Source: an optimization exercise on an open RTL-to-GDS flow (aim: small area and few clock cycles). Production flows keep margins and buffers that such runs may drop.
At most, simulation tests tie the RTL to the original design; equivalence was not proved.
The RTL of run 2 was laid out without a check of its function.
Power is estimated from default activity; no workload was simulated.

==> design.v <==
package accel_pkg;
    localparam int DATA_W = 8;
    localparam int ACC_W  = 32;
    localparam int N_ROWS = 4;
    localparam int N_COLS = 4;
    localparam int BUF_DEPTH = 16;
    localparam int BUF_AW    = $clog2(BUF_DEPTH);
    localparam int TX_CREDITS_INIT = 4;
    localparam int RING_LEN = BUF_DEPTH + 1;
    localparam int SUM_W = 20;
    localparam int RUN_LEN = RING_LEN * N_COLS;
    localparam logic [3:0] CMD_CSR_WR   = 4'h0;
    localparam logic [3:0] CMD_CSR_RD   = 4'h1;
    localparam logic [3:0] CMD_BUF_WR_A = 4'h2;
    localparam logic [3:0] CMD_BUF_WR_B = 4'h3;
    localparam logic [3:0] CMD_RD_OUT   = 4'h4;
    localparam logic [3:0] CMD_START    = 4'h5;
    localparam logic [3:0] CMD_ABORT    = 4'h6;
    localparam logic [3:0] CMD_STATUS   = 4'h7;
endpackage
import accel_pkg::*;
module packet_rx (
    input  logic        clk,
    input  logic        rst_n,
    input  logic        i_rx_valid,
    input  logic [7:0]  i_rx_data,
    output logic [7:0]  o_cmd,         
    output logic [3:0]  o_addr,        
    output logic        o_addr_hi0,    
    output logic        o_last,        
    output logic        o_first_start, 
    output logic [31:0] o_word         
);
    logic [2:0]  r_pos;
    logic [23:0] r_stage;
    assign o_last        = i_rx_valid && (r_pos == 3'd6);
    assign o_first_start = i_rx_valid && (r_pos == 3'd0) && (i_rx_data[7:4] == CMD_START);
    assign o_word        = {i_rx_data, r_stage};
    always_ff @(posedge clk) begin
        if (!rst_n) begin
            r_pos <= 3'd0;
        end else if (i_rx_valid) begin
            r_pos <= (r_pos == 3'd6) ? 3'd0 : r_pos + 3'd1;
        end
    end
    always_ff @(posedge clk) begin
        if (i_rx_valid && (r_pos == 3'd0)) o_cmd <= i_rx_data;
        if (i_rx_valid && (r_pos == 3'd1)) begin
            o_addr     <= i_rx_data[3:0];
            o_addr_hi0 <= (i_rx_data[7:4] == 4'd0);
        end
        if (i_rx_valid && (r_pos >= 3'd3) && (r_pos <= 3'd5)) begin
            r_stage <= {i_rx_data, r_stage[23:8]};
        end
    end
endmodule
import accel_pkg::*;
module csr_regs (
    input  logic        clk,
    input  logic        rst_n,
    input  logic        i_wr,         
    input  logic [3:0]  i_addr,
    input  logic        i_addr_hi0,
    input  logic [31:0] i_wdata,
    input  logic        i_run_done,   
    output logic [4:0]  o_k_len,
    output logic [31:0] o_run_count,
    output logic [31:0] o_rdata       
);
    logic w_is_k;
    logic w_is_cnt;
    logic w_big;
    assign w_is_k   = i_addr_hi0 && (i_addr == 4'h0);
    assign w_is_cnt = i_addr_hi0 && (i_addr == 4'h1);
    assign w_big    = (|i_wdata[31:5]) || (i_wdata[4] && (|i_wdata[3:0]));
    always_ff @(posedge clk) begin
        if (!rst_n) begin
            o_k_len     <= 5'd1;
            o_run_count <= '0;
        end else begin
            if (i_wr && w_is_k) begin
                o_k_len <= w_big ? 5'd16 : i_wdata[4:0];
            end
            o_run_count <= o_run_count + {31'd0, i_run_done};
        end
    end
    always_comb begin
        o_rdata = '0;
        if (w_is_k)   o_rdata = {27'd0, o_k_len};
        if (w_is_cnt) o_rdata = o_run_count;
    end
endmodule
import accel_pkg::*;
module operand_buffer (
    input  logic        clk,
    input  logic        rst_n,
    input  logic        i_wr,         
    input  logic        i_wr_b,       
    input  logic [3:0]  i_waddr,
    input  logic [31:0] i_wdata,
    output logic [4:0]  o_phase,      
    output logic        o_pending,    
    output logic [31:0] o_a_row,
    output logic [31:0] o_b_row
);
    localparam int L = RING_LEN;
    logic [31:0] r_a [L];
    logic [31:0] r_b [L];
    logic        r_pend;
    logic        r_pend_b;
    logic [3:0]  r_waddr;
    logic [31:0] r_wdata;
    logic [4:0]  r_phase;
    logic [5:0] w_s0, w_s6, w_s12;
    logic [4:0] w_r0, w_r6, w_r12;
    assign w_s0  = {1'b0, r_phase} + 6'd1;
    assign w_s6  = {1'b0, r_phase} + 6'd7;
    assign w_s12 = {1'b0, r_phase} + 6'd13;
    assign w_r0  = (w_s0  >= 6'd17) ? 5'(w_s0  - 6'd17) : w_s0[4:0];
    assign w_r6  = (w_s6  >= 6'd17) ? 5'(w_s6  - 6'd17) : w_s6[4:0];
    assign w_r12 = (w_s12 >= 6'd17) ? 5'(w_s12 - 6'd17) : w_s12[4:0];
    logic w_ins0, w_ins6, w_ins12;
    assign w_ins0  = r_pend && (w_r0  == {1'b0, r_waddr});
    assign w_ins6  = r_pend && (w_r6  == {1'b0, r_waddr});
    assign w_ins12 = r_pend && (w_r12 == {1'b0, r_waddr});
    always_ff @(posedge clk) begin
        if (!rst_n) begin
            r_phase <= '0;
            r_pend  <= 1'b0;
        end else begin
            r_phase <= (r_phase == 5'(L - 1)) ? 5'd0 : r_phase + 5'd1;
            if (i_wr) begin
                r_pend <= 1'b1;
            end else if (w_ins0 || w_ins6 || w_ins12) begin
                r_pend <= 1'b0;
            end
        end
    end
    always_ff @(posedge clk) begin
        if (i_wr) begin
            r_pend_b <= i_wr_b;
            r_waddr  <= i_waddr;
            r_wdata  <= i_wdata;
        end
    end
    always_ff @(posedge clk) begin
        for (int j = 0; j < L; j++) begin
            if ((j == 0 && w_ins0) || (j == 6 && w_ins6) || (j == 12 && w_ins12)) begin
                r_a[j] <= r_pend_b ? r_a[(j + 1) % L] : r_wdata;
                r_b[j] <= r_pend_b ? r_wdata : r_b[(j + 1) % L];
            end else begin
                r_a[j] <= r_a[(j + 1) % L];
                r_b[j] <= r_b[(j + 1) % L];
            end
        end
    end
    assign o_phase   = r_phase;
    assign o_pending = r_pend;
    assign o_a_row   = r_a[0];
    assign o_b_row   = r_b[0];
endmodule
import accel_pkg::*;
module mac_engine (
    input  logic        clk,
    input  logic        rst_n,
    input  logic        i_start_req,   
    input  logic        i_start,       
    input  logic        i_abort,       
    input  logic        i_wr_pending,  
    input  logic [4:0]  i_k_len,
    input  logic [4:0]  i_phase,       
    input  logic [31:0] i_a_row,
    input  logic [31:0] i_b_row,
    input  logic [3:0]  i_sel,         
    output logic        o_cap,         
    output logic [31:0] o_result,      
    output logic        o_busy,
    output logic        o_done,
    output logic        o_done_set     
);
    localparam int W = SUM_W;
    logic          r_run;       
    logic          r_sent;      
    logic          r_req;       
    logic [6:0]    r_cnt;
    logic [2:0]    r_clr;       
    logic [1:0]    r_col;       
    logic [W-1:0]  r_acc [4][4];   
    logic          w_start;
    logic          w_last;
    logic          w_row_en;
    logic [7:0]    w_b;
    logic [W-1:0]  w_sum [4];
    assign w_start  = (r_req || i_start_req) && !r_run && !i_wr_pending;
    assign w_last   = r_run && (r_cnt == 7'(RUN_LEN - 1));
    assign w_row_en = r_run && ((i_phase < i_k_len) || (i_phase == 5'd0));
    assign w_b      = w_row_en ? i_b_row[8*r_col +: 8] : 8'd0;
    always_comb begin
        for (int r = 0; r < 4; r++) begin
            logic signed [15:0] p;
            p = $signed(i_a_row[8*r +: 8]) * $signed(w_b);
            w_sum[r] = ((r_clr != 3'd0) ? W'(0) : r_acc[r][3]) + W'(p);
        end
    end
    always_ff @(posedge clk) begin
        if (!rst_n) begin
            r_run  <= 1'b0;
            r_sent <= 1'b0;
            r_req  <= 1'b0;
            r_cnt  <= '0;
            r_clr  <= 3'd4;
            r_col  <= '0;
            o_done <= 1'b0;
        end else begin
            r_col  <= r_col + 2'd1;
            o_done <= 1'b0;
            if (r_clr != 3'd0) r_clr <= r_clr - 3'd1;
            if (r_run) r_cnt <= r_cnt + 7'd1;
            if (i_start) r_sent <= 1'b1;
            if (i_abort) begin
                r_run  <= 1'b0;
                r_sent <= 1'b0;
                r_req  <= 1'b0;
                r_clr  <= 3'd4;
            end else begin
                if (i_start_req) r_req <= 1'b1;
                if (w_start) begin
                    r_req <= 1'b0;
                    r_run <= 1'b1;
                    r_cnt <= '0;
                    r_clr <= 3'd4;
                end else if (w_last) begin
                    r_run  <= 1'b0;
                    r_sent <= 1'b0;
                    o_done <= 1'b1;
                end
            end
        end
    end
    always_ff @(posedge clk) begin
        for (int r = 0; r < 4; r++) begin
            r_acc[r][0] <= w_sum[r];
            r_acc[r][1] <= r_acc[r][0];
            r_acc[r][2] <= r_acc[r][1];
            r_acc[r][3] <= r_acc[r][2];
        end
    end
    assign o_done_set = w_last && !i_abort;
    assign o_busy     = r_sent;
    assign o_cap      = (r_col == i_sel[1:0]);
    assign o_result   = {{(32-W){r_acc[i_sel[3:2]][3][W-1]}}, r_acc[i_sel[3:2]][3]};
endmodule
import accel_pkg::*;
module resp_tx (
    input  logic        clk,
    input  logic        rst_n,
    input  logic        i_req,        
    input  logic        i_req_rd,     
    input  logic [7:0]  i_cmd,
    input  logic [3:0]  i_sel,        
    input  logic [31:0] i_word,       
    input  logic        i_cap,        
    input  logic [31:0] i_result,
    input  logic        i_tx_credit,
    output logic [3:0]  o_sel,        
    output logic        o_tx_valid,
    output logic [7:0]  o_tx_data
);
    logic        r_active;
    logic        r_wait;      
    logic [2:0]  r_idx;
    logic [3:0]  r_credits;
    logic [7:0]  r_cmd;
    logic [3:0]  r_sel;
    logic [31:0] r_word;
    logic        w_send;
    logic        w_take;
    assign o_sel      = i_req ? i_sel : r_sel;
    assign w_take     = (i_req && i_req_rd) || r_wait;
    assign o_tx_valid = r_active && (r_credits != 4'd0) && ((r_idx == 3'd0) || !r_wait);
    assign w_send     = o_tx_valid;
    always_comb begin
        case (r_idx)
            3'd0:    o_tx_data = r_cmd;
            3'd1:    o_tx_data = r_word[7:0];
            3'd2:    o_tx_data = r_word[15:8];
            3'd3:    o_tx_data = r_word[23:16];
            default: o_tx_data = r_word[31:24];
        endcase
    end
    always_ff @(posedge clk) begin
        if (!rst_n) begin
            r_active  <= 1'b0;
            r_wait    <= 1'b0;
            r_idx     <= '0;
            r_credits <= 4'(TX_CREDITS_INIT);
        end else begin
            if (i_req) begin
                r_active <= 1'b1;
                r_idx    <= '0;
                r_wait   <= i_req_rd && !i_cap;
            end else begin
                if (r_wait && i_cap) r_wait <= 1'b0;
                if (w_send) begin
                    r_idx <= r_idx + 3'd1;
                    if (r_idx == 3'd4) r_active <= 1'b0;
                end
            end
            r_credits <= r_credits + {3'd0, i_tx_credit} - {3'd0, w_send};
        end
    end
    always_ff @(posedge clk) begin
        if (i_req) begin
            r_cmd <= i_cmd;
            r_sel <= i_sel;
        end
        if (i_req && !i_req_rd) begin
            r_word <= i_word;
        end else if (w_take && i_cap) begin
            r_word <= i_result;
        end
    end
endmodule
import accel_pkg::*;
module accel_top #(
    parameter int N_ROWS          = accel_pkg::N_ROWS,
    parameter int N_COLS          = accel_pkg::N_COLS,
    parameter int BUF_AW          = accel_pkg::BUF_AW,
    parameter int TX_CREDITS_INIT = accel_pkg::TX_CREDITS_INIT
) (
    input  logic       clk,
    input  logic       rst_n,
    input  logic       i_rx_valid,
    input  logic [7:0] i_rx_data,
    output logic       o_tx_valid,
    output logic [7:0] o_tx_data,
    input  logic       i_tx_credit,
    output logic       o_busy,
    output logic       o_done
);
    logic [7:0]  cmd;
    logic [3:0]  addr;
    logic        addr_hi0;
    logic        last;
    logic        first_start;
    logic [31:0] word;
    logic [3:0]  typ;
    logic [4:0]  k_len;
    logic [31:0] run_count;
    logic [31:0] csr_rdata;
    logic [4:0]  phase;
    logic        wr_pending;
    logic [31:0] a_row;
    logic [31:0] b_row;
    logic [3:0]  sel;
    logic        cap;
    logic [31:0] result;
    logic        done_set;
    logic        req;
    logic        req_rd;
    logic [31:0] req_word;
    assign typ = cmd[7:4];
    packet_rx u_rx (
        .clk(clk), .rst_n(rst_n),
        .i_rx_valid(i_rx_valid), .i_rx_data(i_rx_data),
        .o_cmd(cmd), .o_addr(addr), .o_addr_hi0(addr_hi0),
        .o_last(last), .o_first_start(first_start), .o_word(word)
    );
    csr_regs u_csr (
        .clk(clk), .rst_n(rst_n),
        .i_wr(last && (typ == CMD_CSR_WR)), .i_addr(addr), .i_addr_hi0(addr_hi0),
        .i_wdata(word), .i_run_done(done_set),
        .o_k_len(k_len), .o_run_count(run_count), .o_rdata(csr_rdata)
    );
    operand_buffer u_buf (
        .clk(clk), .rst_n(rst_n),
        .i_wr(last && ((typ == CMD_BUF_WR_A) || (typ == CMD_BUF_WR_B))),
        .i_wr_b(typ[0]), .i_waddr(addr), .i_wdata(word),
        .o_phase(phase), .o_pending(wr_pending),
        .o_a_row(a_row), .o_b_row(b_row)
    );
    mac_engine u_mac (
        .clk(clk), .rst_n(rst_n),
        .i_start_req(first_start),
        .i_start(last && (typ == CMD_START)),
        .i_abort(last && (typ == CMD_ABORT)),
        .i_wr_pending(wr_pending), .i_k_len(k_len), .i_phase(phase),
        .i_a_row(a_row), .i_b_row(b_row), .i_sel(sel),
        .o_cap(cap), .o_result(result),
        .o_busy(o_busy), .o_done(o_done), .o_done_set(done_set)
    );
    assign req      = last && ((typ == CMD_CSR_RD) || (typ == CMD_RD_OUT) || (typ == CMD_STATUS));
    assign req_rd   = (typ == CMD_RD_OUT);
    assign req_word = (typ == CMD_STATUS) ? {31'd0, o_busy} : csr_rdata;
    resp_tx u_tx (
        .clk(clk), .rst_n(rst_n),
        .i_req(req), .i_req_rd(req_rd), .i_cmd(cmd), .i_sel(addr),
        .i_word(req_word), .i_cap(cap), .i_result(result),
        .i_tx_credit(i_tx_credit), .o_sel(sel),
        .o_tx_valid(o_tx_valid), .o_tx_data(o_tx_data)
    );
endmodule
==> run.sh <==
#!/bin/bash
# synth_recipe.tcl (not shown) runs the flow's synth.tcl, then flattens the netlist and writes it again
# the make line also repeats each setting of config.mk as NAME=value (left out here)
make -C /OpenROAD-flow-scripts/flow DESIGN_CONFIG=/design/flow/config.mk WORK_HOME=/design/flow/orfs CLKGATE_MAP_FILE= SYNTH_SCRIPT=/design/flow/synth_recipe.tcl finish
==> config.mk <==
export PLATFORM = sky130hd
export DESIGN_NAME = accel_top
export DESIGN_NICKNAME = accel_top
export VERILOG_FILES = /design/flow/design.v
export SDC_FILE = /design/flow/constraint.sdc
export NUM_CORES = 4
export LEC_CHECK = 0
export CAP_MARGIN = 20
export CORE_MARGIN = 2
export CORE_UTILIZATION = 40
export SLEW_MARGIN = 20
==> constraint.sdc <==
create_clock -name core_clock -period 10.0 [get_ports {clk}]
set_input_delay 2.0000 -clock core_clock [delete_from_list [all_inputs] [get_ports {clk}]]
set_output_delay 2.0000 -clock core_clock [all_outputs]
set_load 0.01 [all_outputs]
==> tab_implementation.tex, run 1 <==
\begin{tabular}{lr}
\hline
Metric & Value \\
\hline
\multicolumn{2}{l}{\textbf{Outcome}} \\
\quad Outcome & timing/DRC/antenna clean \\
\multicolumn{2}{l}{\textbf{STA}} \\
\quad Setup slack after layout & 0.6998 ns \\
\quad Minimum clock period & 9.300 ns \\
\quad FMAX & 0.1075 GHz \\
\quad Final number of max-transition violations & 0 \\
\quad Slew Limit Headroom & 0.2628 \\
\quad Final period utilization & 0.9300 \\
\quad Final hold violation count & 0 \\
\quad RSZ-0062 raised after global routing & no \\
\quad Clock Skews & 0.02848 ns \\
\quad Worst Hold Slack & 0.3137 ns \\
\quad Slew at the pin closest to its max-slew limit & 1.104 ns \\
\quad Final count of negative-setup-slack endpoints & 0 \\
\quad TNS Setup & 0 ns \\
\multicolumn{2}{l}{\textbf{Yosys}} \\
\quad Number of flops mapped to enable cells by yosys & 114 \\
\quad Library cells used by synthesis & 83 \\
\quad Flop and latch count out of synthesis & 1597 \\
\quad Yosys warns & 9 \\
\quad Cell count after synthesis & 4144 \\
\quad Net count after synthesis & 4602 \\
\quad Cell area after technology mapping & 53770 sq um \\
\quad Proportion of synthesized chip area in sequential cells & 0.6158 \\
\quad Mean post-synth cell area & 12.98 sq um \\
\quad Fraction of synthesis flops using an asynchronous set or reset pin & 0 \\
\quad Top\_reg\_cell synth & dfxtp\_1 \\
\multicolumn{2}{l}{\textbf{Pwr}} \\
\quad Internal power & 9685 uW \\
\quad Power dissipated by switching net loads & 2512 uW \\
\quad Power density over the cells & 200.3 nW/um\^{}2 \\
\quad Sequential share of power & 0.530 \\
\quad Fraction of power consumed by combinational cells & 0.013 \\
\quad Switching Share & 0.2059 \\
\quad Part of the total power dissipated in the clock network & 0.457 \\
\quad Leak & 0.02606 uW \\
\quad Worst VDD drop & 0.1108 mV \\
\multicolumn{2}{l}{\textbf{Clock tree}} \\
\quad Worst-skew pair later-pin latency & 0.77 ns \\
\quad \# resized after CTS & 0 \\
\quad Count of clock tree sinks & 1597 \\
\quad TritonCTS clock tree & built \\
\quad Number of buffers added to fix hold violations after cts & 0 \\
\quad Largest buffer count on any clock path & 3 \\
\quad Number of H-tree levels & 4 \\
\quad Library cell used as clock root buffer & clkbuf\_16 \\
\quad Post-CTS setup buffers & 0 \\
\quad Clk pin slew, worst setup/hold paths & 0.07 ns \\
\quad Inserted Clock Buffers & 145 \\
\multicolumn{2}{l}{\textbf{Detailed routing}} \\
\quad Routed wirelength normalized by instance count & 16.82 um \\
\quad Initial detailed-routing violation count & 1485 \\
\quad Remaining antenna violation count after routing & 0 \\
\quad Total wire length & 103000 um \\
\quad Via count normalized by instance count & 4.535 \\
\quad DR vias & 27780 \\
\quad DRC Markers & 0 \\
\quad First-pass iteration count of the detailed router & 6 \\
\multicolumn{2}{l}{\textbf{Floorplan}} \\
\quad Initial standard-cell utilization of the core & 0.4029 \\
\quad Floorplan Core Area & 133500 sq um \\
\quad Die ar. & 137400 sq um \\
\quad Core Rows & 134 \\
\quad Number of I/O pins & 23 \\
\quad Die height & 370.6 um \\
\quad Die outline width & 370.6 um \\
\multicolumn{2}{l}{\textbf{Hold path}} \\
\quad Type of the worst min-delay path & flop to flop \\
\multicolumn{2}{l}{\textbf{Critical path}} \\
\quad Required time of the critical path & 10.70 ns \\
\quad Cell class contributing the biggest share of worst-path delay & compound AO/OA/AOI/OAI gates \\
\quad Slowest-stage cell, CP & o21ai\_1 \\
\quad Worst path most repeated cell & inv\_1 \\
\quad Maximum fanout along the worst path & 35 \\
\quad CP peak stage delay & 0.74 ns \\
\quad Worst setup SP type & flop \\
\quad CP Buf/Inv Count & 6 \\
\quad Kind of capture point of the worst setup path & flop \\
\quad Start-to-end type of the worst setup path & flop to flop \\
\quad Crit path arrival time & 10.00 ns \\
\multicolumn{2}{l}{\textbf{Final layout}} \\
\quad Fraction of final layout cells with drive strength greater than 1 & 0.1187 \\
\quad Relative area change from synthesis to final layout & 13.26\% \\
\quad Final Net Count & 4701 \\
\multicolumn{2}{l}{\textbf{Place}} \\
\quad GP Congestion & 0.8208 \\
\quad Number of port buffers & 22 \\
\quad Detail Placement HPWL & 70330 um \\
\quad Place WS & 0.7764 ns \\
\multicolumn{2}{l}{\textbf{Global route}} \\
\quad Vias in the first global route & 27990 \\
\quad Total global routing overflow & 0 \\
\quad Maximum number of pins on one net before global-route repair & 53 \\
\quad Initial antenna violation count & 3 \\
\quad Wire length of the first global-routing pass & 162200 um \\
\quad GRT Util Overall & 0.1538 \\
\multicolumn{2}{l}{\textbf{Run}} \\
\quad Max\_cap viols & 0 \\
\hline
\end{tabular}
==> metrics by stage <==
step	area, sq um	total power [uW]	std cells	util
6_report	60900	12200	6126	0.4563
2_1_floorplan	53770	6703	4144	-
3_5_place_dp	55990	6766	5864	0.4196
3_3_place_gp	55990	6763	5863	0.4195
5_1_grt	60890	12610	6124	0.4563
4_1_cts	60890	12340	6124	0.4563
==> metal layers <==
layer  part of all wire  wire (um)  GRT usage  vias to the layer above
met1               0.50      51770     0.2235                    13470
met4              0.025       2620    0.05022                        0
met5                  0          0          0                        -
met2               0.43      44440     0.2303                      427
met3              0.041       4196    0.02862                      153
li1                   -          -          -                    13730
==> sequential cells by signal, summed over array words and instances, names as in the netlist, 5 cells and up <==
register,cells
u_rx.o_cmd,8
u_buf.r_b,544
u_csr.o_run_count,32
u_csr.o_k_len,5
u_buf.r_a,544
u_mac.r_cnt,7
u_tx.r_word,32
u_mac.r_acc,320
u_buf.r_wdata,32
u_rx.r_stage,24
u_buf.r_phase,5
u_tx.r_cmd,8
==> cell type report <==
cell class | count | area [sq um]
Fill cell | 12090 | 72560
Clock inverter | 57 | 732.0
Timing Repair Buffer | 51 | 435.4
Tap cell | 1768 | 2212
Multi-Input combinational cell | 2058 | 18770
Antenna cell | 2 | 5.005
Inverter | 390 | 1464
Clock buffer | 203 | 4169
Sequential cell | 1597 | 33110
==> power groups by stage <==
| stage | Clock [uW] | Combinational (uW) | Sequential (uW) |
|---|---|---|---|
| global placement | 0 | 157 | 6610 |
| finish | 5580 | 156 | 6460 |
| detailed placement | 0 | 159 | 6610 |
| floorplan | 0 | 109 | 6590 |
| global route | 5980 | 176 | 6460 |
| CTS | 5720 | 160 | 6460 |
==> synth_stat cells (11+ instances only) <==
| library cell | number | share of area |
|---|---|---|
| mux4_2 | 24 | 0.010 |
| xnor2_1 | 132 | 0.022 |
| and2_1 | 247 | 0.029 |
| nand2b_1 | 23 | 0.0027 |
| and3_1 | 11 | 0.0013 |
| nand2_1 | 160 | 0.011 |
| fa_1 | 225 | 0.084 |
| buf_2 | 19 | 0.0018 |
| o21bai_1 | 29 | 0.0040 |
| nor3_1 | 30 | 0.0028 |
| a22o_1 | 15 | 0.0024 |
| mux2i_1 | 25 | 0.0047 |
| or3_1 | 15 | 0.0017 |
| a21o_1 | 34 | 0.0047 |
| edfxtp_1 | 114 | 0.064 |
| dfxtp_1 | 1483 | 0.55 |
| o21ai_0 | 56 | 0.0052 |
| inv_1 | 390 | 0.027 |
| a211oi_1 | 13 | 0.0018 |
| nor2_1 | 186 | 0.013 |
| o211ai_1 | 13 | 0.0018 |
| clkbuf_1 | 54 | 0.0038 |
| nor2b_1 | 23 | 0.0027 |
| or2_2 | 12 | 0.0014 |
| nand3_1 | 34 | 0.0032 |
| ha_1 | 221 | 0.051 |
| xor2_1 | 60 | 0.0098 |
| o21a_1 | 14 | 0.0020 |
| mux2_2 | 190 | 0.040 |
| a21oi_1 | 115 | 0.011 |
| nand4_1 | 14 | 0.0016 |
==> path summary, 6_finish.rpt <==
path | from | endpoint | slack (ns) | depth (start not counted)
max | u_buf.r_phase[0]$_SDFF_PP0_ | u_mac.r_acc[8][17]$_DFF_P_ | 0.70 | 31
min | u_buf.r_b[16][22]$_DFF_P_ | u_buf.r_b[15][22]$_DFF_P_ | 0.31 | 0
max reg2reg | u_buf.r_phase[0]$_SDFF_PP0_ | u_mac.r_acc[8][17]$_DFF_P_ | 0.70 | 31
min reg2reg | u_buf.r_b[16][22]$_DFF_P_ | u_buf.r_b[15][22]$_DFF_P_ | 0.31 | 0
==> worst register-to-register path: cells and delay by family (launching register included) <==
family                     cells  cell delay, ns
and+or+nand+nor                5            0.80
buffers and inverters          6            1.01
AOI/OAI and AO/OA             11            3.11
xor gates and xnor gates       2            0.51
DFF                            1            0.73
adders and majority gates      7            3.09
==> cell families (layout without fill, tap and decap cells) <==
logic type / Yosys count / after routing / share of synthesized area
fa+ha+maj: 446 / 446 / 0.1352
flops: 1597 / 1597 / 0.6158
buf+inv: 489 / 701 / 0.03639
compound gates: 377 / 377 / 0.04705
mux: 248 / 248 / 0.05645
other cells: 0 / 2 / 0
simple gates: 789 / 789 / 0.07521
xor+xnor: 198 / 198 / 0.03388
==> layout by cell type (no fill, tap or decap), types with 115 or more instances in the layout <==
master and instances:
a21oi_1 115, and2_1 245, clkbuf_16 147, dfxtp_1 1483, fa_1 225, ha_1 221, inv_1 390, mux2_2 190
nand2_1 159, nor2_1 185, xnor2_1 132
Testbench counts, summed over its fixed seeds: cycles 45,792.
==> inputs of run 2 (changes only) <==
--- a/design.v
+++ b/design.v
@@ -71,4 +71,11 @@
     logic w_is_cnt;
     logic w_big;
+    logic [32:0] w_carry;
+    logic [31:0] w_count_next;
+    assign w_carry[0] = i_run_done;
+    for (genvar i = 0; i < 32; i++) begin : g_inc
+        assign w_count_next[i] = o_run_count[i] ^ w_carry[i];
+        assign w_carry[i+1]    = o_run_count[i] & w_carry[i];
+    end
     assign w_is_k   = i_addr_hi0 && (i_addr == 4'h0);
     assign w_is_cnt = i_addr_hi0 && (i_addr == 4'h1);
@@ -82,5 +89,5 @@
                 o_k_len <= w_big ? 5'd16 : i_wdata[4:0];
             end
-            o_run_count <= o_run_count + {31'd0, i_run_done};
+            o_run_count <= w_count_next;
         end
     end
@@ -189,17 +196,23 @@
     logic          w_start;
     logic          w_last;
+    logic          w_below;
+    logic [4:0]    w_k_top;
+    logic          r_fwd;       
     logic          w_row_en;
     logic [7:0]    w_b;
     logic [W-1:0]  w_sum [4];
     assign w_start  = (r_req || i_start_req) && !r_run && !i_wr_pending;
-    assign w_last   = r_run && (r_cnt == 7'(RUN_LEN - 1));
-    assign w_row_en = r_run && ((i_phase < i_k_len) || (i_phase == 5'd0));
+    assign w_below  = (i_phase < i_k_len) || (i_phase == 5'd0);
+    assign w_row_en = r_run && w_below;
+    assign w_k_top  = (i_k_len == 5'd0) ? 5'd0 : i_k_len - 5'd1;
+    assign w_last   = r_run && ((r_cnt == 7'(RUN_LEN - 1)) ||
+                                (r_fwd && (r_cnt >= 7'(RUN_LEN - RING_LEN)) && (i_phase == w_k_top)));
     assign w_b      = w_row_en ? i_b_row[8*r_col +: 8] : 8'd0;
-    always_comb begin
-        for (int r = 0; r < 4; r++) begin
-            logic signed [15:0] p;
-            p = $signed(i_a_row[8*r +: 8]) * $signed(w_b);
-            w_sum[r] = ((r_clr != 3'd0) ? W'(0) : r_acc[r][3]) + W'(p);
-        end
+    for (genvar r = 0; r < 4; r++) begin : g_mac
+        mac_unit u_mac (
+            .a(i_a_row[8*r +: 8]), .b(w_b),
+            .c((r_clr != 3'd0) ? W'(0) : r_acc[r][3]),
+            .y(w_sum[r])
+        );
     end
     always_ff @(posedge clk) begin
@@ -209,4 +222,5 @@
             r_req  <= 1'b0;
             r_cnt  <= '0;
+            r_fwd  <= 1'b0;
             r_clr  <= 3'd4;
             r_col  <= '0;
@@ -217,4 +231,5 @@
             if (r_clr != 3'd0) r_clr <= r_clr - 3'd1;
             if (r_run) r_cnt <= r_cnt + 7'd1;
+            if (r_run && (r_cnt == 7'd0)) r_fwd <= (i_phase == 5'd0) || !w_below;
             if (i_start) r_sent <= 1'b1;
             if (i_abort) begin
@@ -251,4 +266,267 @@
     assign o_result   = {{(32-W){r_acc[i_sel[3:2]][3][W-1]}}, r_acc[i_sel[3:2]][3]};
 endmodule
+module mac_unit (
+    input  logic [7:0]   a,
+    input  logic [7:0]   b,
+    input  logic [19:0]  c,
+    output logic [19:0]  y
+);
+    wire n1 = (a[0] & b[0]);
+    wire n2 = (a[0] & b[1]);
+    wire n3 = (a[1] & b[0]);
+    wire n4 = (a[0] & b[2]);
+    wire n5 = (a[1] & b[1]);
+    wire n6 = (a[2] & b[0]);
+    wire n7 = (a[0] & b[3]);
+    wire n8 = (a[1] & b[2]);
+    wire n9 = (a[2] & b[1]);
+    wire n10 = (a[3] & b[0]);
+    wire n11 = (a[0] & b[4]);
+    wire n12 = (a[1] & b[3]);
+    wire n13 = (a[2] & b[2]);
+    wire n14 = (a[3] & b[1]);
+    wire n15 = (a[4] & b[0]);
+    wire n16 = (a[0] & b[5]);
+    wire n17 = (a[1] & b[4]);
+    wire n18 = (a[2] & b[3]);
+    wire n19 = (a[3] & b[2]);
+    wire n20 = (a[4] & b[1]);
+    wire n21 = (a[5] & b[0]);
+    wire n22 = (a[0] & b[6]);
+    wire n23 = (a[1] & b[5]);
+    wire n24 = (a[2] & b[4]);
+    wire n25 = (a[3] & b[3]);
+    wire n26 = (a[4] & b[2]);
+    wire n27 = (a[5] & b[1]);
+    wire n28 = (a[6] & b[0]);
+    wire n29 = ~(a[0] & b[7]);
+    wire n30 = (a[1] & b[6]);
+    wire n31 = (a[2] & b[5]);
+    wire n32 = (a[3] & b[4]);
+    wire n33 = (a[4] & b[3]);
+    wire n34 = (a[5] & b[2]);
+    wire n35 = (a[6] & b[1]);
+    wire n36 = ~(a[7] & b[0]);
+    wire n37 = ~(a[1] & b[7]);
+    wire n38 = (a[2] & b[6]);
+    wire n39 = (a[3] & b[5]);
+    wire n40 = (a[4] & b[4]);
+    wire n41 = (a[5] & b[3]);
+    wire n42 = (a[6] & b[2]);
+    wire n43 = ~(a[7] & b[1]);
+    wire n44 = ~(a[2] & b[7]);
+    wire n45 = (a[3] & b[6]);
+    wire n46 = (a[4] & b[5]);
+    wire n47 = (a[5] & b[4]);
+    wire n48 = (a[6] & b[3]);
+    wire n49 = ~(a[7] & b[2]);
+    wire n50 = ~(a[3] & b[7]);
+    wire n51 = (a[4] & b[6]);
+    wire n52 = (a[5] & b[5]);
+    wire n53 = (a[6] & b[4]);
+    wire n54 = ~(a[7] & b[3]);
+    wire n55 = ~(a[4] & b[7]);
+    wire n56 = (a[5] & b[6]);
+    wire n57 = (a[6] & b[5]);
+    wire n58 = ~(a[7] & b[4]);
+    wire n59 = ~(a[5] & b[7]);
+    wire n60 = (a[6] & b[6]);
+    wire n61 = ~(a[7] & b[5]);
+    wire n62 = ~(a[6] & b[7]);
+    wire n63 = ~(a[7] & b[6]);
+    wire n64 = (a[7] & b[7]);
+    wire n65 = n16 ^ n17;
+    wire n66 = n16 & n17;
+    wire n67, n68;
+    full_add u_n67 (.x(n22), .y(n23), .z(n24), .s(n67), .c(n68));
+    wire n69 = n25 ^ n26;
+    wire n70 = n25 & n26;
+    wire n71, n72;
+    full_add u_n71 (.x(n29), .y(n30), .z(n31), .s(n71), .c(n72));
+    wire n73, n74;
+    full_add u_n73 (.x(n32), .y(n33), .z(n34), .s(n73), .c(n74));
+    wire n75 = n35 ^ n36;
+    wire n76 = n35 & n36;
+    wire n77, n78;
+    full_add u_n77 (.x(n37), .y(n38), .z(n39), .s(n77), .c(n78));
+    wire n79, n80;
+    full_add u_n79 (.x(n40), .y(n41), .z(n42), .s(n79), .c(n80));
+    wire n81 = n43 ^ 1'b1 ^ c[8];
+    wire n82 = (n43 & 1'b1) | (n43 & c[8]) | (1'b1 & c[8]);
+    wire n83, n84;
+    full_add u_n83 (.x(n44), .y(n45), .z(n46), .s(n83), .c(n84));
+    wire n85, n86;
+    full_add u_n85 (.x(n47), .y(n48), .z(n49), .s(n85), .c(n86));
+    wire n87, n88;
+    full_add u_n87 (.x(n50), .y(n51), .z(n52), .s(n87), .c(n88));
+    wire n89 = n7 ^ n8;
+    wire n90 = n7 & n8;
+    wire n91, n92;
+    full_add u_n91 (.x(n11), .y(n12), .z(n13), .s(n91), .c(n92));
+    wire n93 = n14 ^ n15;
+    wire n94 = n14 & n15;
+    wire n95, n96;
+    full_add u_n95 (.x(n65), .y(n18), .z(n19), .s(n95), .c(n96));
+    wire n97, n98;
+    full_add u_n97 (.x(n20), .y(n21), .z(c[5]), .s(n97), .c(n98));
+    wire n99, n100;
+    full_add u_n99 (.x(n66), .y(n67), .z(n69), .s(n99), .c(n100));
+    wire n101, n102;
+    full_add u_n101 (.x(n27), .y(n28), .z(c[6]), .s(n101), .c(n102));
+    wire n103, n104;
+    full_add u_n103 (.x(n68), .y(n70), .z(n71), .s(n103), .c(n104));
+    wire n105, n106;
+    full_add u_n105 (.x(n73), .y(n75), .z(c[7]), .s(n105), .c(n106));
+    wire n107, n108;
+    full_add u_n107 (.x(n72), .y(n74), .z(n76), .s(n107), .c(n108));
+    wire n109, n110;
+    full_add u_n109 (.x(n77), .y(n79), .z(n81), .s(n109), .c(n110));
+    wire n111, n112;
+    full_add u_n111 (.x(n78), .y(n80), .z(n82), .s(n111), .c(n112));
+    wire n113, n114;
+    full_add u_n113 (.x(n83), .y(n85), .z(c[9]), .s(n113), .c(n114));
+    wire n115, n116;
+    full_add u_n115 (.x(n84), .y(n86), .z(n87), .s(n115), .c(n116));
+    wire n117, n118;
+    full_add u_n117 (.x(n53), .y(n54), .z(c[10]), .s(n117), .c(n118));
+    wire n119, n120;
+    full_add u_n119 (.x(n88), .y(n55), .z(n56), .s(n119), .c(n120));
+    wire n121, n122;
+    full_add u_n121 (.x(n57), .y(n58), .z(c[11]), .s(n121), .c(n122));
+    wire n123, n124;
+    full_add u_n123 (.x(n59), .y(n60), .z(n61), .s(n123), .c(n124));
+    wire n125 = n4 ^ n5;
+    wire n126 = n4 & n5;
+    wire n127, n128;
+    full_add u_n127 (.x(n89), .y(n9), .z(n10), .s(n127), .c(n128));
+    wire n129, n130;
+    full_add u_n129 (.x(n90), .y(n91), .z(n93), .s(n129), .c(n130));
+    wire n131, n132;
+    full_add u_n131 (.x(n92), .y(n94), .z(n95), .s(n131), .c(n132));
+    wire n133, n134;
+    full_add u_n133 (.x(n96), .y(n98), .z(n99), .s(n133), .c(n134));
+    wire n135, n136;
+    full_add u_n135 (.x(n100), .y(n102), .z(n103), .s(n135), .c(n136));
+    wire n137, n138;
+    full_add u_n137 (.x(n104), .y(n106), .z(n107), .s(n137), .c(n138));
+    wire n139, n140;
+    full_add u_n139 (.x(n108), .y(n110), .z(n111), .s(n139), .c(n140));
+    wire n141, n142;
+    full_add u_n141 (.x(n112), .y(n114), .z(n115), .s(n141), .c(n142));
+    wire n143, n144;
+    full_add u_n143 (.x(n116), .y(n118), .z(n119), .s(n143), .c(n144));
+    wire n145, n146;
+    full_add u_n145 (.x(n120), .y(n122), .z(n123), .s(n145), .c(n146));
+    wire n147, n148;
+    full_add u_n147 (.x(n124), .y(n62), .z(n63), .s(n147), .c(n148));
+    wire n149 = n2 ^ n3;
+    wire n150 = n2 & n3;
+    wire n151, n152;
+    full_add u_n151 (.x(n125), .y(n6), .z(c[2]), .s(n151), .c(n152));
+    wire n153, n154;
+    full_add u_n153 (.x(n126), .y(n127), .z(c[3]), .s(n153), .c(n154));
+    wire n155, n156;
+    full_add u_n155 (.x(n128), .y(n129), .z(c[4]), .s(n155), .c(n156));
+    wire n157, n158;
+    full_add u_n157 (.x(n130), .y(n131), .z(n97), .s(n157), .c(n158));
+    wire n159, n160;
+    full_add u_n159 (.x(n132), .y(n133), .z(n101), .s(n159), .c(n160));
+    wire n161, n162;
+    full_add u_n161 (.x(n134), .y(n135), .z(n105), .s(n161), .c(n162));
+    wire n163, n164;
+    full_add u_n163 (.x(n136), .y(n137), .z(n109), .s(n163), .c(n164));
+    wire n165, n166;
+    full_add u_n165 (.x(n138), .y(n139), .z(n113), .s(n165), .c(n166));
+    wire n167, n168;
+    full_add u_n167 (.x(n140), .y(n141), .z(n117), .s(n167), .c(n168));
+    wire n169, n170;
+    full_add u_n169 (.x(n142), .y(n143), .z(n121), .s(n169), .c(n170));
+    wire n171, n172;
+    full_add u_n171 (.x(n144), .y(n145), .z(c[12]), .s(n171), .c(n172));
+    wire n173, n174;
+    full_add u_n173 (.x(n146), .y(n147), .z(c[13]), .s(n173), .c(n174));
+    wire n175, n176;
+    full_add u_n175 (.x(n148), .y(n64), .z(c[14]), .s(n175), .c(n176));
+    wire n177 = 1'b1 ^ c[15];
+    wire n178 = 1'b1 & c[15];
+    wire n179 = 1'b1 ^ c[16];
+    wire n180 = 1'b1 & c[16];
+    wire n181 = 1'b1 ^ c[17];
+    wire n182 = 1'b1 & c[17];
+    wire n183 = 1'b1 ^ c[18];
+    wire n184 = 1'b1 & c[18];
+    wire n185 = 1'b1 ^ c[19];
+    wire n186 = 1'b1 & c[19];
+    wire n187 = n1 ^ c[0];
+    wire n188 = n1 & c[0];
+    wire n189, n190;
+    full_add u_n189 (.x(n149), .y(c[1]), .z(n188), .s(n189), .c(n190));
+    wire n191, n192;
+    full_add u_n191 (.x(n150), .y(n151), .z(n190), .s(n191), .c(n192));
+    wire n193, n194;
+    full_add u_n193 (.x(n152), .y(n153), .z(n192), .s(n193), .c(n194));
+    wire n195, n196;
+    full_add u_n195 (.x(n154), .y(n155), .z(n194), .s(n195), .c(n196));
+    wire n197, n198;
+    full_add u_n197 (.x(n156), .y(n157), .z(n196), .s(n197), .c(n198));
+    wire n199, n200;
+    full_add u_n199 (.x(n158), .y(n159), .z(n198), .s(n199), .c(n200));
+    wire n201, n202;
+    full_add u_n201 (.x(n160), .y(n161), .z(n200), .s(n201), .c(n202));
+    wire n203, n204;
+    full_add u_n203 (.x(n162), .y(n163), .z(n202), .s(n203), .c(n204));
+    wire n205, n206;
+    full_add u_n205 (.x(n164), .y(n165), .z(n204), .s(n205), .c(n206));
+    wire n207, n208;
+    full_add u_n207 (.x(n166), .y(n167), .z(n206), .s(n207), .c(n208));
+    wire n209, n210;
+    full_add u_n209 (.x(n168), .y(n169), .z(n208), .s(n209), .c(n210));
+    wire n211, n212;
+    full_add u_n211 (.x(n170), .y(n171), .z(n210), .s(n211), .c(n212));
+    wire n213, n214;
+    full_add u_n213 (.x(n172), .y(n173), .z(n212), .s(n213), .c(n214));
+    wire n215, n216;
+    full_add u_n215 (.x(n174), .y(n175), .z(n214), .s(n215), .c(n216));
+    wire n217, n218;
+    full_add u_n217 (.x(n176), .y(n177), .z(n216), .s(n217), .c(n218));
+    wire n219, n220;
+    full_add u_n219 (.x(n178), .y(n179), .z(n218), .s(n219), .c(n220));
+    wire n221, n222;
+    full_add u_n221 (.x(n180), .y(n181), .z(n220), .s(n221), .c(n222));
+    wire n223, n224;
+    full_add u_n223 (.x(n182), .y(n183), .z(n222), .s(n223), .c(n224));
+    wire n225, n226;
+    full_add u_n225 (.x(n184), .y(n185), .z(n224), .s(n225), .c(n226));
+    assign y[0] = n187;
+    assign y[1] = n189;
+    assign y[2] = n191;
+    assign y[3] = n193;
+    assign y[4] = n195;
+    assign y[5] = n197;
+    assign y[6] = n199;
+    assign y[7] = n201;
+    assign y[8] = n203;
+    assign y[9] = n205;
+    assign y[10] = n207;
+    assign y[11] = n209;
+    assign y[12] = n211;
+    assign y[13] = n213;
+    assign y[14] = n215;
+    assign y[15] = n217;
+    assign y[16] = n219;
+    assign y[17] = n221;
+    assign y[18] = n223;
+    assign y[19] = n225;
+endmodule
+module full_add (
+    input  logic x,
+    input  logic y,
+    input  logic z,
+    output logic s,
+    output logic c
+);
+    assign s = x ^ y ^ z;
+    assign c = (x & y) | (x & z) | (y & z);
+endmodule
 import accel_pkg::*;
 module resp_tx (
==> flow/run.sh (new file) <==
#!/bin/bash
set -euo pipefail
export CTS_ARGS="-sink_clustering_enable -repair_clock_nets -dont_use_dummy_load -buf_list sky130_fd_sc_hd__clkbuf_8 -sink_clustering_size 20 -sink_clustering_max_diameter 50"
bash standard.sh > standard.log 2>&1
==> standard.sh (new file) <==
#!/bin/bash
# synth_recipe.tcl (not shown) runs the flow's synth.tcl, then flattens the netlist and writes it again
# the make line also repeats each setting of config.mk as NAME=value (left out here)
make -C /OpenROAD-flow-scripts/flow DESIGN_CONFIG=/design/flow/config.mk WORK_HOME=/design/flow/orfs CLKGATE_MAP_FILE= SYNTH_SCRIPT=/design/flow/synth_recipe.tcl "${@:-finish}"
--- a/config.mk
+++ b/config.mk
@@ -10,2 +10,3 @@
 export CORE_UTILIZATION = 40
 export SLEW_MARGIN = 20
+export SYNTH_HIERARCHICAL = 1
removed: run.sh
==> tab_implementation.tex, run 2 <==
\begin{tabular}{lr}
\hline
Metric & Value \\
\hline
\multicolumn{2}{l}{\textbf{Outcome}} \\
\quad Outcome & timing/DRC/antenna clean \\
\multicolumn{2}{l}{\textbf{Clock tree}} \\
\quad Count of clock tree sinks & 1598 (+0.063\%) \\
\quad TritonCTS clock tree & built \\
\quad Number of H-tree levels & 3 (-1) \\
\quad Clk pin slew, worst setup/hold paths & 0.10 ns (+0.03 ns) \\
\quad Library cell used as clock root buffer & clkbuf\_8 \\
\quad Inserted Clock Buffers & 114 (-21\%) \\
\quad Worst-skew pair later-pin latency & 0.81 ns (+0.04 ns) \\
\quad Largest buffer count on any clock path & 3 (unchanged) \\
\multicolumn{2}{l}{\textbf{Pwr}} \\
\quad Total power & 9504 uW (-22\%) \\
\quad Power density over the cells & 178.0 nW/um\^{}2 (-11\%) \\
\quad Leak & 0.02147 uW (-18\%) \\
\quad Worst VDD drop & 0.1812 mV (+63\%) \\
\multicolumn{2}{l}{\textbf{Yosys}} \\
\quad Number of flops mapped to enable cells by yosys & 114 (unchanged) \\
\quad Top cells by count, synth & dfxtp\_1 (1484), and2\_1 (362), fa\_1 (269) \\
\quad Library cell with the highest instance count after synthesis & dfxtp\_1 \\
\quad Proportion of synthesized chip area in sequential cells & 0.6663 (+0.05047) \\
\quad Cell count after synthesis & 3263 (-21\%) \\
\quad Flop and latch count out of synthesis & 1598 (+0.063\%) \\
\quad Mean post-synth cell area & 15.24 sq um (+17\%) \\
\quad Yosys warns & 16 (+7) \\
\quad Top\_reg\_cell synth & dfxtp\_1 \\
\quad Cell type contributing the most total cell area after synthesis & dfxtp\_1 \\
\quad Library cells used by synthesis & 86 (+3.6\%) \\
\quad Cell area after technology mapping & 49730 sq um (-7.5\%) \\
\quad Fraction of synthesis flops using an asynchronous set or reset pin & 0 (unchanged) \\
\quad Top area cells in the synthesized netlist & dfxtp\_1 (60\%), fa\_1 (11\%), edfxtp\_1 (6.9\%), and2\_1 (4.6\%), mux2\_2 (4.4\%) \\
\quad Net count after synthesis & 3640 (-21\%) \\
\quad Fraction of post-synthesis cell area in the top cell type by area & 0.5974 (+0.04529) \\
\multicolumn{2}{l}{\textbf{Final layout}} \\
\quad Biggest registers after layout & u\_buf.r\_a: 544 flops, u\_buf.r\_b: 544 flops, u\_mac.r\_acc: 320 flops \\
\quad Final core occ & 0.4325 (-0.02385) \\
\quad Relative area change from synthesis to final layout & 7.385\% \\
\quad Leading cell types in the layout, fill and taps excluded & dfxtp\_1 (1483), and2\_1 (361), fa\_1 (203) \\
\quad Final cell area excluding filler cells & 53400 sq um (-12\%) \\
\quad Most common cell after layout, fill and taps aside & dfxtp\_1 \\
\quad Fraction of final layout cells with drive strength greater than 1 & 0.1763 (+0.05759) \\
\quad Final Net Count & 3692 (-21\%) \\
\multicolumn{2}{l}{\textbf{Detailed routing}} \\
\quad Total wire length & 87350 um (-15\%) \\
\quad Routed wirelength normalized by instance count & 17.64 um (+4.9\%) \\
\quad Initial detailed-routing violation count & 1370 (-7.7\%) \\
\quad DR vias & 21970 (-21\%) \\
\quad DRC Markers & 0 (unchanged) \\
\quad Highest layer used for signal routing & met4 \\
\quad Routed length on met2 & 39020 um (-12\%) \\
\quad Via count normalized by instance count & 4.435 (-2.2\%) \\
\quad First-pass iteration count of the detailed router & 6 (unchanged) \\
\quad Wire length the detailed router placed on met1 & 42990 um (-17\%) \\
\quad Remaining antenna violation count after routing & 0 (unchanged) \\
\quad Detail Route met3 WL & 3068 um (-27\%) \\
\multicolumn{2}{l}{\textbf{Critical path}} \\
\quad Start point of the critical path & u\_csr.o\_k\_len[1]\$\_SDFFE\_PN0P\_ \\
\quad Maximum fanout along the worst path & 12 (-66\%) \\
\quad Start-to-end type of the worst setup path & flop to flop \\
\quad Worst path most repeated cell & fa\_2 \\
\quad Slowest-stage cell, CP & fa\_1 \\
\quad Setup slack, reg-to-reg & 0.33 ns (-0.37 ns) \\
\quad Kind of capture point of the worst setup path & flop \\
\quad CP peak stage delay & 0.50 ns (-0.24 ns) \\
\quad Worst setup SP type & flop \\
\quad Startpoint of the most critical register-to-register path & u\_csr.o\_k\_len[1]\$\_SDFFE\_PN0P\_ \\
\quad Required time of the critical path & 10.64 ns (-0.06 ns) \\
\quad Crit path arrival time & 10.30 ns (+0.30 ns) \\
\multicolumn{2}{l}{\textbf{STA}} \\
\quad Final period utilization & 0.9666 (+0.03660) \\
\quad Slew Limit Headroom & 0.3190 (+0.05624) \\
\quad Worst Hold Slack & 0.1794 ns (-0.1343 ns) \\
\quad Final number of max-transition violations & 0 (unchanged) \\
\quad RSZ-0062 raised after global routing & no \\
\quad Minimum clock period & 9.666 ns (+0.3660 ns) \\
\quad FMAX & 0.1035 GHz (-3.8\%) \\
\quad Setup slack after layout & 0.3338 ns (-0.3660 ns) \\
\quad Final hold violation count & 0 (unchanged) \\
\quad Slew at the pin closest to its max-slew limit & 1.019 ns (-0.08501 ns) \\
\quad Clock Skews & 0.1454 ns (+0.1169 ns) \\
\quad Final count of negative-setup-slack endpoints & 0 (unchanged) \\
\multicolumn{2}{l}{\textbf{Global route}} \\
\quad Wire length of the first global-routing pass & 136600 um (-16\%) \\
\quad Maximum number of pins on one net before global-route repair & 57 (+7.5\%) \\
\quad Vias in the first global route & 22770 (-19\%) \\
\quad GRT Util Overall & 0.1411 (-0.01270) \\
\quad Total global routing overflow & 0 (unchanged) \\
\quad Initial antenna violation count & 8 (+5) \\
\multicolumn{2}{l}{\textbf{Place}} \\
\quad Detail Placement HPWL & 59790 um (-15\%) \\
\quad GP Congestion & 0.8062 (-1.8\%) \\
\quad Place WS & -0.2899 ns (-1.066 ns) \\
\quad Number of port buffers & 22 (unchanged) \\
\quad Placed cell areas & 51640 sq um (-7.8\%) \\
\multicolumn{2}{l}{\textbf{Floorplan}} \\
\quad Core Rows & 129 (-3.7\%) \\
\quad Die outline width & 356.6 um (-3.8\%) \\
\quad Die height & 356.6 um (-3.8\%) \\
\quad Number of I/O pins & 23 (unchanged) \\
\quad Die ar. & 127200 sq um (-7.4\%) \\
\quad Floorplan Core Area & 123500 sq um (-7.5\%) \\
\quad Initial standard-cell utilization of the core & 0.4027 (about the same) \\
\multicolumn{2}{l}{\textbf{Hold path}} \\
\quad Source of the worst hold timing path & u\_mac.r\_acc[2][5]\$\_DFF\_P\_ \\
\quad Type of the worst min-delay path & flop to flop \\
\multicolumn{2}{l}{\textbf{Run}} \\
\quad Max\_cap viols & 0 (unchanged) \\
\hline
\end{tabular}
-- run 2: cells by family after synthesis --
family	Yosys count	synth area share
flops	1598	0.6663
simple gates	639	0.07782
fa+ha+maj	365	0.1325
mux	280	0.07128
buf+inv	239	0.03060
compound gates	113	0.01646
xor+xnor	29	0.005108
-- run 2: per-stage QoR --
stage,cells,TNS (ns)
final,4953,0
after detailed placement,4830,-1.034
after global routing,4951,0
after global placement,4830,-0.4750
after floorplan,3263,0
after CTS,4946,0
-- run 2: metal layers --
metal	up-vias	track usage
li1	10570	-
met1	10940	0.2036
met2	325	0.2193
met3	139	0.02353
met4	0	0.03857
met5	-	0
-- run 2: worst paths after layout --
| path | endpoint | cells after the start |
|---|---|---|
| worst max-delay path | u_mac.r_acc[0][19]$_DFF_P_ | 28 |
| worst min register to register | u_mac.r_acc[3][5]$_DFF_P_ | 0 |
| worst max register to register | u_mac.r_acc[0][19]$_DFF_P_ | 28 |
| worst min-delay path | u_mac.r_acc[3][5]$_DFF_P_ | 0 |
-- run 2: timing repair --
item,CTS,global route
gates cloned,0,1
hold buffers,0,0
gates resized for setup,20,21
pin swaps,6,12
setup buffers,2,2
setup endpoints to repair,4,4
-- run 2: critical path: cells and delay by family, from the launching register on --
family                     cells  cell delay (ns)
and+or+nand+nor                1             0.16
DFF                            1             0.33
AOI/OAI and AO/OA              4             0.71
buffers and inverters          2             0.23
adders and majority gates     21             8.05
-- run 2: area by class of cell --
cell class	count	area, sq um
clock buffer	114	1569
antenna	3	7.507
fill	11060	70080
sequential	1598	33130
timing repair buffer	109	983.4
tap	1637	2048
multi-input combinational	1427	15410
inverter	65	244.0
-- run 2: power breakdown --
group | internal, uW | switching [uW]
registers | 6450 | 18.8
logic | 76.9 | 139
clock network | 1010 | 1800
total | 7540 | 1960
-- run 2: Yosys stat by module (local to each module, per instance) --
module	flops+latches	copies in the design	cell area [sq um]	cells inside
resp_tx	53	1	2640	185
mac_unit	0	4	665.6	102
packet_rx	40	1	1394	71
mac_engine	337	1	8862	600
accel_top	0	1	390.4	49
full_add	0	268	20.02	1
csr_regs	37	1	1818	173
operand_buffer	1131	1	26590	1509

==> static timing again, ports no longer ideal <==
The flow's constraints put no driver on any port. The routed layouts listed below were extracted and timed again, unchanged, in two steps.
Step 1 (the two cells are an assumption about what drives the block):
set clk [get_ports {clk}]
set_driving_cell -lib_cell sky130_fd_sc_hd__clkbuf_16 $clk
set_driving_cell -lib_cell sky130_fd_sc_hd__buf_2 [delete_from_list [all_inputs] $clk]
Step 2 times the ports against the registers' clock, not the clock port: input delays grow and output delays shrink by t, the midpoint of the rising clock arrivals with the driver on.
Three values: ideal, step 1, step 2; two values: the first two.
| run | t (ns) | setup WS [ns] | slew at the worst register clock pin (ns) |
|---|---|---|---|
| run 1 | 0.828 | 0.700 / 0.700 / 0.700 | 0.07 / 0.07 |
| run 2 | 0.801 | 0.334 / 0.334 / 0.233 | 0.12 / 0.12 |
After both steps setup and hold are still met in every run listed. The setup slack of run 2, which loses most, moves by 0.000 ns with the drivers and by -0.101 ns with both steps.
